This design comes from an exercise in tuning for small area on the open sky130 flow, not from production work. Only simulation tests tie the RTL to the original design; equivalence was not proved. No activity file was given, so power comes from the tool's default toggle rates.

==> flow/design.v (excerpt) <==
module tsdc_top
(
    input  logic        clk,
    input  logic        rst_n,
    input  logic        psel,
    input  logic        penable,
    input  logic        pwrite,
    input  logic [4:0]  paddr,
    input  logic [63:0] pwdata,
    output logic [63:0] prdata,
    output logic        pready,
    input  logic        src_valid,
    output logic        src_stall,
    input  logic [7:0]  src_data,
    input  logic        src_eos,
    output logic        res_valid,
    input  logic        res_stall,
    output logic [1:0]  res_type,
    output logic [63:0] res_sequence,
    output logic [31:0] res_kind,
    output logic [31:0] res_flags,
    output logic [34:0] res_size,
    output logic [7:0]  res_payload,
    output logic        res_last,
    output logic [3:0]  res_error
);
==> flow/config.mk <==
export PLATFORM = sky130hd
export DESIGN_NAME = tsdc_top
export DESIGN_NICKNAME = tsdc_top
export VERILOG_FILES = /design/flow/design.v
export SDC_FILE = /design/flow/constraint.sdc
export NUM_CORES = 4
export LEC_CHECK = 0
export CAP_MARGIN = 20
export CORE_MARGIN = 2
export CORE_UTILIZATION = 40
export SLEW_MARGIN = 20
==> flow/constraint.sdc <==
create_clock -name core_clock -period 8.0 [get_ports {clk}]
set_input_delay 1.6000 -clock core_clock [delete_from_list [all_inputs] [get_ports {clk}]]
set_output_delay 1.6000 -clock core_clock [all_outputs]
set_load 0.01 [all_outputs]
standard.sh (not shown) runs the stock make flow with config.mk's settings and CLKGATE_MAP_FILE= SYNTH_SCRIPT=/design/flow/synth_recipe.tcl, a recipe that flattens the netlist after the stock synthesis.
==> flow/flow/run.sh <==
#!/bin/bash
# The standard layout with three changes:
#  - synthesis maps the logic with flow/abc_area.script, an area-oriented
#    version of ORFS's abc_speed.script (more &dch/&syn4/&nf rounds, &nf with
#    delay relaxation, no buffering or upsizing); everything else in
#    synthesis is the standard synthesis, so the registers are the same;
#  - the port buffers are buf_1 cells instead of the resizer's default pick;
#  - clock tree synthesis uses clkbuf_4 cells on small sink clusters without
#    dummy loads.
# Each step's output goes to a log file of its own in this folder.
set -euo pipefail
W=$(pwd)
rm -rf "$W/scripts_area"
cp -r "$FLOW_HOME/scripts" "$W/scripts_area"
cp "$W/flow/abc_area.script" "$W/scripts_area/abc_speed.script"
export BUFFER_PORTS_ARGS="-buffer_cell sky130_fd_sc_hd__buf_1"
export CTS_ARGS="-sink_clustering_enable -repair_clock_nets -dont_use_dummy_load -buf_list sky130_fd_sc_hd__clkbuf_4 -sink_clustering_size 9 -sink_clustering_max_diameter 40"
bash standard.sh SCRIPTS_DIR="$W/scripts_area" synth > synth.log 2>&1
bash standard.sh finish > layout.log 2>&1
==> flow/flow/abc_area.script <==
&get -n
&st
&dch
&nf -R 1000 -p
&st
&syn2
&if -g -K 6
&synch2
&nf -R 1000 -p
&st
&syn2
&if -g -K 6
&synch2
&nf -R 1000 -p
&st
&syn2
&if -g -K 6
&synch2
&nf -R 1000 -p
&st
&syn2
&if -g -K 6
&synch2
&nf -R 1000 -p
&st
&syn2
&if -g -K 6
&synch2
&nf -R 1000 -p
&st
&dch -f
&nf -R 1000 -p
&st
&dch -f
&nf -R 1000 -p
&st
&dch -f
&nf -R 1000 -p
&st
&dch -f
&nf -R 1000 -p
&st
&dch -f
&nf -R 1000 -p
&st
&dch -f
&nf -R 1000 -p
&st
&dch -f
&nf -R 1000 -p
&st
&dch -f
&nf -R 1000 -p
&st
&syn4
&dch -f
&nf -R 1000 -p
&st
&syn4
&dch -f
&nf -R 1000 -p
&st
&syn4
&dch -f
&nf -R 1000 -p
&st
&syn4
&dch -f
&nf -R 1000 -p
&st
&syn4
&dch -f
&nf -R 1000 -p
&st
&syn4
&dch -f
&nf -R 1000 -p
&st
&syn4
&dch -f
&nf -R 1000 -p
&st
&syn4
&dch -f
&nf -R 1000 -p
&put
topo
stime -c
dnsize -c
==> next run, changes <==
--- a/flow/design.v
+++ b/flow/design.v
@@ -387,18 +387,21 @@
                 v1 <= v0;
             end
             ph  <= ph_n;
             idx <= idx_n;
         end
     end
+    logic hseq_inc;
+    assign hseq_inc = (pop && v1 && t1 == T_HDR)
+                   || (accept && ph == PH_REC && idx == 5'd23 && !eos && (!v0 || pop));
     always_ff @(posedge clk)
     begin
         if (ph == PH_FILE || (head_ld && head_type_n == T_ERR))
             hseq <= 64'd0;
         else
-            hseq <= hseq + {63'd0, head_ld && head_type_n == T_HDR};
+            hseq <= hseq + {63'd0, hseq_inc};
     end
     always_ff @(posedge clk)
     begin
         if (head_ld)
         begin
             if (pop && v1)
What happened:
- clock skew decreases by 0.048 ns
- register-to-register slack improves by 0.19 ns
- wire length is about the same
- power shrinks by 15%
- clock power fell by about 0.5%
- design area shrinks by 3.7%
- non-clock buffer count is lower by 66
- die area is lower by 0.31%
- clock-buffer cell count came out lower by 1
- combinational power drops by 37%
- worst setup slack gains 0.19 ns
- critical path depth is lower by 13
- cell count went down by 3.9%
- synthesized cell count is lower by 1.6%

* * *

tsdc_top, a different RTL version from the one above (not shown whole).
For scale: about 1,400 cells after synthesis, about 330 I/O pins.
Settings: LEC_CHECK=0, CAP_MARGIN=20, CORE_MARGIN=2, CORE_UTILIZATION=40, SLEW_MARGIN=20; clock period 8.0 ns.
Scripts as last shown in full above: flow/flow/run.sh, flow/flow/abc_area.script
Then changed:
--- a/flow/design.v
+++ b/flow/design.v
@@ -78,36 +78,57 @@
     localparam logic [1:0] PH_HALT = 2'd3;
     localparam logic [1:0] T_HDR = 2'd0;
     localparam logic [1:0] T_PAY = 2'd1;
     localparam logic [1:0] T_ERR = 2'd2;
     localparam logic [63:0] MAGIC  = 64'h4352_5447_4244_5452;
     localparam logic [31:0] ENDIAN = 32'h0102_0304;
     logic [34:0] cfg_max;
     logic [15:0] cfg_major;
     logic [15:0] cfg_minor;
+    logic [34:0] max_q;
+    logic [15:0] major_q;
+    logic [15:0] minor_q;
+    logic        max_w, major_w, minor_w;
+    logic        cfg_wr;
+    assign cfg_wr = psel && penable && pwrite;
     always_ff @(posedge clk or negedge rst_n)
     begin
         if (!rst_n)
         begin
-            cfg_max   <= 35'h4_0000_0000;
-            cfg_major <= 16'd1;
-            cfg_minor <= 16'd0;
+            max_w   <= 1'b0;
+            major_w <= 1'b0;
+            minor_w <= 1'b0;
         end
-        else if (psel && penable && pwrite)
+        else if (cfg_wr)
         begin
             case (paddr[4:3])
-                2'd0:    cfg_max   <= pwdata[34:0];
-                2'd1:    cfg_major <= pwdata[15:0];
-                2'd2:    cfg_minor <= pwdata[15:0];
+                2'd0:    max_w   <= 1'b1;
+                2'd1:    major_w <= 1'b1;
+                2'd2:    minor_w <= 1'b1;
                 default: ;
             endcase
         end
     end
+    always_ff @(posedge clk)
+    begin
+        if (cfg_wr)
+        begin
+            case (paddr[4:3])
+                2'd0:    max_q   <= pwdata[34:0];
+                2'd1:    major_q <= pwdata[15:0];
+                2'd2:    minor_q <= pwdata[15:0];
+                default: ;
+            endcase
+        end
+    end
+    assign cfg_max   = max_w   ? max_q   : 35'h4_0000_0000;
+    assign cfg_major = major_w ? major_q : 16'd1;
+    assign cfg_minor = minor_w ? minor_q : 16'd0;
     always_comb
     begin
         case (paddr[4:3])
             2'd0:    prdata = {29'd0, cfg_max};
             2'd1:    prdata = {48'd0, cfg_major};
             2'd2:    prdata = {48'd0, cfg_minor};
             default: prdata = '0;
         endcase
     end
@@ -384,21 +405,18 @@
             else if (push)
             begin
                 v0 <= 1'b1;
                 v1 <= v0;
             end
             ph  <= ph_n;
             idx <= idx_n;
         end
     end
-    logic o_load;
-    assign o_load = (pop && v1 && t1 != T_PAY)
-                 || (accept && (!v0 || pop) && (ph != PH_PAY || eos));
     logic hseq_inc;
     assign hseq_inc = (pop && v1 && t1 == T_HDR)
                    || (accept && ph == PH_REC && idx == 5'd23 && !eos && (!v0 || pop));
     always_ff @(posedge clk)
     begin
         if (ph == PH_FILE || (head_ld && head_type_n == T_ERR))
             hseq <= 64'd0;
         else
             hseq <= hseq + {63'd0, hseq_inc};
@@ -428,19 +446,19 @@
         end
         if (accept)
         begin
             fa <= fa_n;
             fb <= fb_n;
             fc <= fc_n;
             fd <= fd_n;
             cy <= cy_eff && (b == 8'd0);
         end
-        if (o_load)
+        if (head_ld && head_type_n != T_PAY)
         begin
             ok <= ck_n;
             of <= cf_n;
             os <= cs_n;
         end
     end
     logic h_err;
     assign h_err        = (t0 == T_ERR);
     assign res_type     = t0;
What happened:
- synthesized cell count drops by 5.3%
- die area fell by 1.1%
- clock skew went up by 20 ps
- critical path depth grows by 2
- total power came out lower by 4.8%
- final area fell by 1.0%
- hold slack degrades by 34 ps
- wire length came out lower by 3.2%
- non-clock buffer count came out lower by 6
- sequential cell count rose by 3
- worst setup slack gets better by 150 ps
- register-to-register slack improved by 150 ps
- count of clock-buffer cells in the layout shrinks by 1

==> re-timing with driven ports <==
In the flow no input, the clock included, has a driving cell. The finished layouts below were timed again as built, in two steps. Step 1 (the two cells are an assumption about what drives the block):
set clk [get_ports {clk}]
set_driving_cell -lib_cell sky130_fd_sc_hd__clkbuf_16 $clk
set_driving_cell -lib_cell sky130_fd_sc_hd__buf_2 [delete_from_list [all_inputs] $clk]
Step 2 moves the port delays by t, midway between the first and last clock arrival at a register: inputs arrive t later, outputs are due t later. That takes back most of the time a late clock gives input paths. a / b / c = no drivers / after step 1 / after step 2; a / b = the first two.
| run | shift t [ns] | slack for setup (ns) | hold slack, ns | worst register clock-pin slew, ns | worst data-port slew with drivers (ns) |
|---|---|---|---|---|---|
| the first run of note 1 | 0.812 | 0.479 / 0.479 / 0.479 | 0.477 / 0.477 / 0.477 | 0.10 / 0.10 | 0.11 |
| the second run of note 1 | 0.810 | 0.664 / 0.664 / 0.664 | 0.462 / 0.462 / 0.462 | 0.10 / 0.10 | 0.08 |
| the first run of note 2 | 0.813 | 0.790 / 0.790 / 0.790 | 0.471 / 0.471 / 0.471 | 0.10 / 0.10 | 0.05 |
| the second run of note 2 | 0.800 | 0.936 / 0.936 / 0.936 | 0.438 / 0.438 / 0.438 | 0.10 / 0.10 | 0.08 |
After both steps setup and hold are still met in every run listed.
